Context: an optimization exercise on an open-source flow, tuned for small area, a short achievable clock period and few clock cycles. The choices shown serve that exercise and are no tape-out recipe.
RTL that was checked went through simulation tests only; none was proved equivalent to the original.
Power is estimated from default activity; no workload was simulated.

Design udp_ipv4_header_builder_unit, start of the top module:
module udp_ipv4_header_builder_unit
(
  input  logic                   clk,
  input  logic                   rst,
  input  logic                   push,
  output logic                   full,
  input  logic [8:0]             item,
  output logic                   empty,
  input  logic                   pop,
  output logic [21:0]            result,
  input  logic                   cfg_write,
  input  logic [2:0]             cfg_index,
  input  logic [31:0]            cfg_data
);
export LEC_CHECK = 0
export ABC_CLOCK_PERIOD_IN_PS = 2200
export CAP_MARGIN = 20
export CORE_MARGIN = 2
export CORE_UTILIZATION = 40
export SETUP_SLACK_MARGIN = 3.3
export SLEW_MARGIN = 20
create_clock -name core_clock -period 6.0 [get_ports {clk}]
run.sh (not shown) runs the stock make flow with config.mk's settings and CLKGATE_MAP_FILE= SYNTH_SCRIPT=/design/flow/synth_recipe.tcl, a recipe that flattens the netlist after the stock synthesis.
The first run completed without violations.
Testbench counts at the start, summed over its fixed seeds: cycles 55,014.
Next try:
ABC_CLOCK_PERIOD_IN_PS = 1600   (was 2200)
SETUP_SLACK_MARGIN = 3.5   (was 3.3)
Setup slack is better by 78 ps.
Clock skew decreases by 9.5 ps.
Via count increases by 2.9%.
Count of clock-buffer cells in the layout decreases by 6.
Utilization increases by 3.0 points.
Hold slack stays flat.
Critical path depth increases by 1.
Design area increases by 5.6%.
Next try:
ABC_CLOCK_PERIOD_IN_PS = 2200   (was 1600)
SETUP_SLACK_MARGIN = 3.1   (was 3.5)
After rerunning:
- The new run passed the timing, design-rule and antenna checks
- final cell count decreases by 6.5%
- clock skew went down by 5.3 ps
- routed wire length decreases by 7.4%
- via count decreases by 7.4%
- global-route usage came out lower by 1.6 points
- worst setup slack loses 59 ps

---

## raven
Another version of the RTL of udp_ipv4_header_builder_unit (not shown whole).
Size: about 1100 cells after synthesis, roughly 230 flip-flops, ~73 I/O pins, roughly 12000 um2 of cells after synthesis.
export LEC_CHECK = 0
export ABC_CLOCK_PERIOD_IN_PS = 2200
export CAP_MARGIN = 20
export CORE_MARGIN = 2
export CORE_UTILIZATION = 40
export SETUP_SLACK_MARGIN = 3.2
export SLEW_MARGIN = 20
create_clock -name core_clock -period 6.0 [get_ports {clk}]
standard.sh (not shown) runs the stock make flow with config.mk's settings and CLKGATE_MAP_FILE= SYNTH_SCRIPT=/design/flow/synth_recipe.tcl, a recipe that flattens the netlist after the stock synthesis.
==> flow/flow/run.sh <==
#!/bin/bash
# The standard layout (the standard.sh, synthesis unchanged) with
# settings ORFS reads from the environment:
#  - every port still gets a buffer, but of the smallest plain buffer cell
#    (buf_1, which the resizer may upsize) instead of the delay-cell-sized
#    default that buffer_ports picks;
#  - clock tree synthesis with the usual clustering but without the dummy
#    loads it otherwise adds to even out the leaf buffers' loads.
set -euo pipefail
export BUFFER_PORTS_ARGS="-buffer_cell sky130_fd_sc_hd__buf_1"
export CTS_ARGS="-sink_clustering_enable -repair_clock_nets -sink_clustering_size 32 -sink_clustering_max_diameter 70 -dont_use_dummy_load"
bash standard.sh > standard.log 2>&1
raven: full flow OK, the timing, design-rule and antenna checks passed
Testbench counts of raven, summed over its fixed seeds: cycles 55,014.
Here is what was changed in the inputs of sierra compared with raven.
- SETUP_SLACK_MARGIN: 3.2 -> 2.9
### Flow results
sierra: full flow OK, the timing, design-rule and antenna checks passed
The clock buffer count in the final layout reported for sierra is smaller than that of raven by 1.
Taking raven as the reference, in sierra total routing resource utilization after global routing fell by 1.1 points, detailed router's first-iteration violation count fell by 5.
Taking raven as the reference, in sierra met3 wire length shrank by about 30%, number of vias after detailed routing lost 345, power of the clock network now smaller, number of placement rows held steady, non-clock buffer count saw a decrease.
Looking only at critical path depth, and setting everything else aside, the lower value of raven and sierra goes to raven.
## Diff of input files: cedar against sierra
- swapping 2.9 for 3.35 in SETUP_SLACK_MARGIN
## What came out
sierra → cedar: met2 global-route usage rose by 1.8 points, standard-cell row count stayed essentially flat. sierra vs cedar, critical path's slowest cell: dfxtp_4 vs a221oi_4. cedar vs sierra: non-filler instance count after layout up in cedar. Against sierra as the reference, cedar delivers a higher wire length.
> inputs changed (cedar -> amber)
- a change of SETUP_SLACK_MARGIN from 3.35 to 2.9
diff --git a/flow/flow/run.sh b/flow/flow/run.sh
--- a/flow/flow/run.sh
+++ b/flow/flow/run.sh
@@ -10,3 +10,3 @@
 export BUFFER_PORTS_ARGS="-buffer_cell sky130_fd_sc_hd__buf_1"
-export CTS_ARGS="-sink_clustering_enable -repair_clock_nets -sink_clustering_size 32 -sink_clustering_max_diameter 70 -dont_use_dummy_load"
+export CTS_ARGS="-sink_clustering_enable -repair_clock_nets -sink_clustering_size 40 -sink_clustering_max_diameter 70 -dont_use_dummy_load"
 bash standard.sh > standard.log 2>&1
Findings:
amber: PASS, flow complete, no timing, DRC or antenna violations. Comparing amber and cedar, cell count is lower on amber. amber vs. cedar: final total power lost about 10%; met1 layer usage reported by global route lost 1.3 points; fmax lost 30 MHz; overall routed net length lost about 9%. On share of power burned in registers: between amber and cedar, it ends up higher for amber. Largest power group = registers: amber; largest power group = combinational logic: cedar.
diff inputs: amber => maple
- SETUP_SLACK_MARGIN now 3.1, was 2.9
diff --git a/flow/flow/run.sh b/flow/flow/run.sh
--- a/flow/flow/run.sh
+++ b/flow/flow/run.sh
@@ -10,3 +10,3 @@
 export BUFFER_PORTS_ARGS="-buffer_cell sky130_fd_sc_hd__buf_1"
-export CTS_ARGS="-sink_clustering_enable -repair_clock_nets -sink_clustering_size 40 -sink_clustering_max_diameter 70 -dont_use_dummy_load"
+export CTS_ARGS="-sink_clustering_enable -repair_clock_nets -sink_clustering_size 24 -sink_clustering_max_diameter 100 -dont_use_dummy_load"
 bash standard.sh > standard.log 2>&1
Compared with amber, the detailed router inserted more vias in maple. In maple relative to amber, final area had gone up by a few percent. Share of total power in combinational logic (higher): maple. Compared with amber, in maple post-cts resize count grew by 24, post-synthesis to final-layout area growth grew by 3.5 points. Clock power: maple better than amber. Against amber, wire length of the first global-routing pass in maple came out worse.

---

The RTL this note starts from:
==> flow/design.v <==
package udpb_pkg;
  localparam logic [15:0] IP_VER_TOS = 16'h4500;
  localparam logic [15:0] IP_FLAGS   = 16'h4000;
  localparam logic [7:0]  PROTO_UDP  = 8'd17;
  localparam logic [15:0] LEN_BASE = 16'd28;
  localparam logic [15:0] SUM_BASE = 16'hFFE8;
  localparam logic [31:0] RST_SOURCE_ADDRESS      = 32'h0606_0600;
  localparam logic [31:0] RST_DESTINATION_ADDRESS = 32'h0;
  localparam logic [15:0] RST_SOURCE_PORT         = 16'd6666;
  localparam logic [15:0] RST_DESTINATION_PORT    = 16'd0;
  localparam logic [7:0]  RST_TIME_TO_LIVE        = 8'd50;
  function automatic logic [15:0] add16(input logic [15:0] a, input logic [15:0] b,
                                        input logic cin);
    logic [15:0] g;
    logic [15:0] p;
    logic [15:0] gg;
    logic [15:0] pp;
    logic [15:0] c;
    g  = a & b;
    p  = a ^ b;
    gg = g;
    pp = p;
    for (int l = 0; l < 4; l++) begin
      for (int i = 0; i < 16; i++) begin
        if (((i >> l) & 1) == 1) begin
          gg[i] = gg[i] | (pp[i] & gg[((i >> l) << l) - 1]);
          pp[i] = pp[i] & pp[((i >> l) << l) - 1];
        end
      end
    end
    c[0] = cin;
    for (int i = 1; i < 16; i++) c[i] = gg[i-1] | (pp[i-1] & cin);
    add16 = p ^ c;
  endfunction
  function automatic logic [15:0] oc_add(input logic [15:0] a, input logic [15:0] b);
    logic [15:0] g;
    logic [15:0] p;
    logic [15:0] gg;
    logic [15:0] pp;
    logic [15:0] c;
    g  = a & b;
    p  = a ^ b;
    gg = g;
    pp = p;
    for (int l = 0; l < 4; l++) begin
      for (int i = 0; i < 16; i++) begin
        if (((i >> l) & 1) == 1) begin
          gg[i] = gg[i] | (pp[i] & gg[((i >> l) << l) - 1]);
          pp[i] = pp[i] & pp[((i >> l) << l) - 1];
        end
      end
    end
    c[0] = gg[15];
    for (int i = 1; i < 16; i++) c[i] = gg[i-1] | (pp[i-1] & gg[15]);
    oc_add = p ^ c;
  endfunction
endpackage
module udpb_front
(
  input  logic        clk,
  input  logic        rst,
  input  logic        in_v,
  input  logic [7:0]  in_b,
  input  logic        in_last,
  input  logic        take,
  output logic        go,
  output logic        hold,
  output logic [15:0] job_sum,
  output logic [15:0] job_len,
  output logic        job_ovf
);
  logic [15:0] acc;
  logic [15:0] cnt;
  logic        odd;
  logic        ovf;
  logic        fresh;   
  logic [15:0] acc_b;
  logic [15:0] cnt_b;
  logic        odd_b;
  logic        ovf_b;
  logic        cnt_sat;
  assign go    = in_v & (~hold | take);
  assign acc_b = fresh ? udpb_pkg::SUM_BASE : acc;
  assign cnt_b = fresh ? udpb_pkg::LEN_BASE : cnt;
  assign odd_b = ~fresh & odd;
  assign ovf_b = ~fresh & ovf;
  assign cnt_sat = &cnt_b;
  always_ff @(posedge clk) begin
    if (go) begin
      acc <= udpb_pkg::oc_add(acc_b, odd_b ? {8'h00, in_b} : {in_b, 8'h00});
      cnt <= cnt_sat ? cnt_b : udpb_pkg::add16(cnt_b, 16'h0000, 1'b1);
      odd <= ~odd_b;
      ovf <= ovf_b | cnt_sat;
    end
  end
  always_ff @(posedge clk) begin
    if (rst) begin
      fresh <= 1'b1;
      hold  <= 1'b0;
    end else begin
      if (go) begin
        fresh <= in_last;
      end
      hold <= (go & in_last) | (hold & ~take);
    end
  end
  assign job_sum = acc;
  assign job_len = cnt;
  assign job_ovf = ovf;
endmodule
module udpb_back
(
  input  logic        clk,
  input  logic        rst,
  input  logic        cfg_write,
  input  logic [31:0] sa,
  input  logic [31:0] da,
  input  logic [15:0] sp,
  input  logic [15:0] dp,
  input  logic [7:0]  ttl,
  input  logic        hold,
  input  logic [15:0] job_sum,
  input  logic [15:0] job_len,
  input  logic        job_ovf,
  output logic        take,
  input  logic        pop,
  output logic        empty,
  output logic [21:0] result
);
  logic        busy;
  logic        pre;
  logic        dirty;
  logic [3:0]  k;
  logic        empty_r;
  logic [15:0] out_word;
  logic [3:0]  out_idx;
  logic        out_lerr;
  logic        out_eoh;
  logic [15:0] blen;
  logic        bovf;
  logic [15:0] acc_ip;
  logic [15:0] acc_udp;
  logic        adv;
  logic        start_pre;
  logic [15:0] word;
  logic [15:0] ip_op;
  logic [15:0] udp_op;
  assign adv       = busy & (pre | empty_r | pop);
  assign take      = hold & ((~busy & ~dirty) | (adv & ~pre & (k == 4'd13)));
  assign start_pre = ~busy & dirty;
  assign empty  = empty_r;
  assign result = {out_word, out_idx, out_lerr, out_eoh};
  always_comb begin
    case (k)
      4'd0:    word = udpb_pkg::IP_VER_TOS;
      4'd1:    word = blen;
      4'd2:    word = 16'h0000;
      4'd3:    word = udpb_pkg::IP_FLAGS;
      4'd4:    word = {ttl, udpb_pkg::PROTO_UDP};
      4'd5:    word = ~acc_ip;
      4'd6:    word = sa[31:16];
      4'd7:    word = sa[15:0];
      4'd8:    word = da[31:16];
      4'd9:    word = da[15:0];
      4'd10:   word = sp;
      4'd11:   word = dp;
      4'd12:   word = udpb_pkg::add16(blen, 16'hFFEC, 1'b0);
      default: word = (&acc_udp) ? 16'hFFFF : ~acc_udp;
    endcase
  end
  assign ip_op  = (k == 4'd3) ? {ttl, udpb_pkg::PROTO_UDP} : out_word;
  assign udp_op = (k == 4'd2) ? {out_word[14:0], out_word[15]} : out_word;
  always_ff @(posedge clk) begin
    if (rst) begin
      busy    <= 1'b0;
      pre     <= 1'b0;
      dirty   <= 1'b1;
      empty_r <= 1'b1;
    end else begin
      if (take) begin
        busy <= 1'b1;
      end else if (start_pre) begin
        busy <= 1'b1;
        pre  <= 1'b1;
      end else if (adv & (k == (pre ? 4'd10 : 4'd13))) begin
        busy <= 1'b0;
        pre  <= 1'b0;
      end
      if (cfg_write) begin
        dirty <= 1'b1;
      end else if (start_pre) begin
        dirty <= 1'b0;
      end
      if (adv) begin
        empty_r <= pre;
      end else if (pop) begin
        empty_r <= 1'b1;
      end
    end
  end
  always_ff @(posedge clk) begin
    if (take) begin
      k <= 4'd0;
    end else if (start_pre) begin
      k <= 4'd5;
    end else if (adv) begin
      k <= k + 4'd1;
    end
    if (take) begin
      blen    <= job_len;
      bovf    <= job_ovf;
    end
    if (adv) begin
      out_word <= word;
      out_idx  <= k;
      out_lerr <= bovf;
      out_eoh  <= (k == 4'd13);
    end
    if (adv) begin
      case (k)
        4'd1, 4'd2, 4'd3, 4'd4, 4'd7, 4'd8, 4'd9, 4'd10: acc_ip <= udpb_pkg::oc_add(acc_ip, ip_op);
        4'd5:    acc_ip <= 16'h0000;
        default: ;
      endcase
    end
    if (take) begin
      acc_udp <= job_sum;
    end else if (adv) begin
      case (k)
        4'd2, 4'd7, 4'd8, 4'd9, 4'd10, 4'd11, 4'd12: acc_udp <= udpb_pkg::oc_add(acc_udp, udp_op);
        default: ;
      endcase
    end
  end
endmodule
module udp_ipv4_header_builder_unit
(
  input  logic                   clk,
  input  logic                   rst,
  input  logic                   push,
  output logic                   full,
  input  logic [8:0]             item,
  output logic                   empty,
  input  logic                   pop,
  output logic [21:0]            result,
  input  logic                   cfg_write,
  input  logic [2:0]             cfg_index,
  input  logic [31:0]            cfg_data
);
  logic [31:0] sa;
  logic [31:0] da;
  logic [15:0] sp;
  logic [15:0] dp;
  logic [7:0]  ttl;
  logic        full_r;
  logic        in_v;
  logic [7:0]  in_b;
  logic        in_last;
  logic        accept;
  logic        go;
  logic        hold;
  logic        take;
  logic [15:0] job_sum;
  logic [15:0] job_len;
  logic        job_ovf;
  assign full   = full_r;
  assign accept = push & ~full_r;
  always_ff @(posedge clk) begin
    if (rst) begin
      sa  <= udpb_pkg::RST_SOURCE_ADDRESS;
      da  <= udpb_pkg::RST_DESTINATION_ADDRESS;
      sp  <= udpb_pkg::RST_SOURCE_PORT;
      dp  <= udpb_pkg::RST_DESTINATION_PORT;
      ttl <= udpb_pkg::RST_TIME_TO_LIVE;
    end else if (cfg_write) begin
      case (cfg_index)
        3'd0: sa  <= cfg_data;
        3'd1: da  <= cfg_data;
        3'd2: sp  <= cfg_data[15:0];
        3'd3: dp  <= cfg_data[15:0];
        3'd4: ttl <= cfg_data[7:0];
        default: ;
      endcase
    end
  end
  always_ff @(posedge clk) begin
    if (rst) begin
      in_v   <= 1'b0;
      full_r <= 1'b0;
    end else begin
      in_v   <= accept | (in_v & ~go);
      full_r <= (accept | (in_v & ~go)) & ((go & in_last) | (hold & ~take));
    end
    if (accept) begin
      in_b    <= item[8:1];
      in_last <= item[0];
    end
  end
  udpb_front u_front (
    .clk     (clk),
    .rst     (rst),
    .in_v    (in_v),
    .in_b    (in_b),
    .in_last (in_last),
    .take    (take),
    .go      (go),
    .hold    (hold),
    .job_sum (job_sum),
    .job_len (job_len),
    .job_ovf (job_ovf)
  );
  udpb_back u_back (
    .clk       (clk),
    .rst       (rst),
    .cfg_write (cfg_write),
    .sa        (sa),
    .da        (da),
    .sp        (sp),
    .dp        (dp),
    .ttl       (ttl),
    .hold      (hold),
    .job_sum   (job_sum),
    .job_len   (job_len),
    .job_ovf   (job_ovf),
    .take      (take),
    .pop       (pop),
    .empty     (empty),
    .result    (result)
  );
endmodule
Settings: LEC_CHECK=0, ABC_CLOCK_PERIOD_IN_PS=2200, CAP_MARGIN=20, CORE_MARGIN=2, CORE_UTILIZATION=40, SETUP_SLACK_MARGIN=3.7, SLEW_MARGIN=20; clock period 6.0 ns.
run.sh (not shown) runs the stock make flow with config.mk's settings and CLKGATE_MAP_FILE= SYNTH_SCRIPT=/design/flow/synth_recipe.tcl, a recipe that flattens the netlist after the stock synthesis.
Stock flow here: none of the scripts above is used.
The first run passed the timing, design-rule and antenna checks.
Rerun with:
SETUP_SLACK_MARGIN = 3.3   (was 3.7)
=> The changed run ran to the end with no violations. Global-route usage decreases by 0.73 points. Area after synthesis stays the same. Worst setup slack gains 21 ps. Clock skew came out higher by 3.4 ps. Routed wire length drops by 5.4%.
No run of this note included a check of the RTL's function; only the layout flow was run.

[what the ideal ports hide]
The results above use ideal ports. As a check the final layouts listed here were re-extracted and re-timed, cells and wires unchanged. Step 1, drivers: a clkbuf_16 drives clk and a buf_2 each remaining input, both assumed. Step 2 times the ports against the registers' clock, not the clock port: input delays grow and output delays shrink by t, the midpoint of the rising clock arrivals with the driver on. Slacks: ideal / step 1 / step 2; pairs: ideal / step 1.
run	t, ns	setup WS [ns]	worst setup path after step 2	clock arrival spread, ns	cell pins on the clock port's net
the first run of note 1	0.597	3.073 / 3.073 / 2.795	input to register	0.046 / 0.045	1
the second run of note 1	0.593	3.151 / 3.151 / 3.034	input to register	0.033 / 0.033	1
the third run of note 1	0.578	3.091 / 3.068 / 2.610	input to register	0.031 / 0.030	1
raven	0.537	3.202 / 3.202 / 2.786	input to register	0.064 / 0.064	1
sierra	0.522	2.989 / 2.989 / 2.583	input to register	0.083 / 0.083	1
cedar	0.531	3.238 / 3.238 / 2.894	input to register	0.065 / 0.065	1
amber	0.522	2.989 / 2.989 / 2.583	input to register	0.083 / 0.083	1
maple	0.516	3.116 / 3.116 / 2.731	input to register	0.067 / 0.066	1
the first run of note 3	0.591	2.702 / 2.702 / 2.702	register to register	0.028 / 0.029	1
the second run of note 3	0.604	2.723 / 2.723 / 2.525	input to register	0.031 / 0.030	1
After both steps every run listed still meets setup and hold. The setup slack of the third run of note 1, which loses most, moves by -0.023 ns with the drivers and by -0.481 ns with both steps.
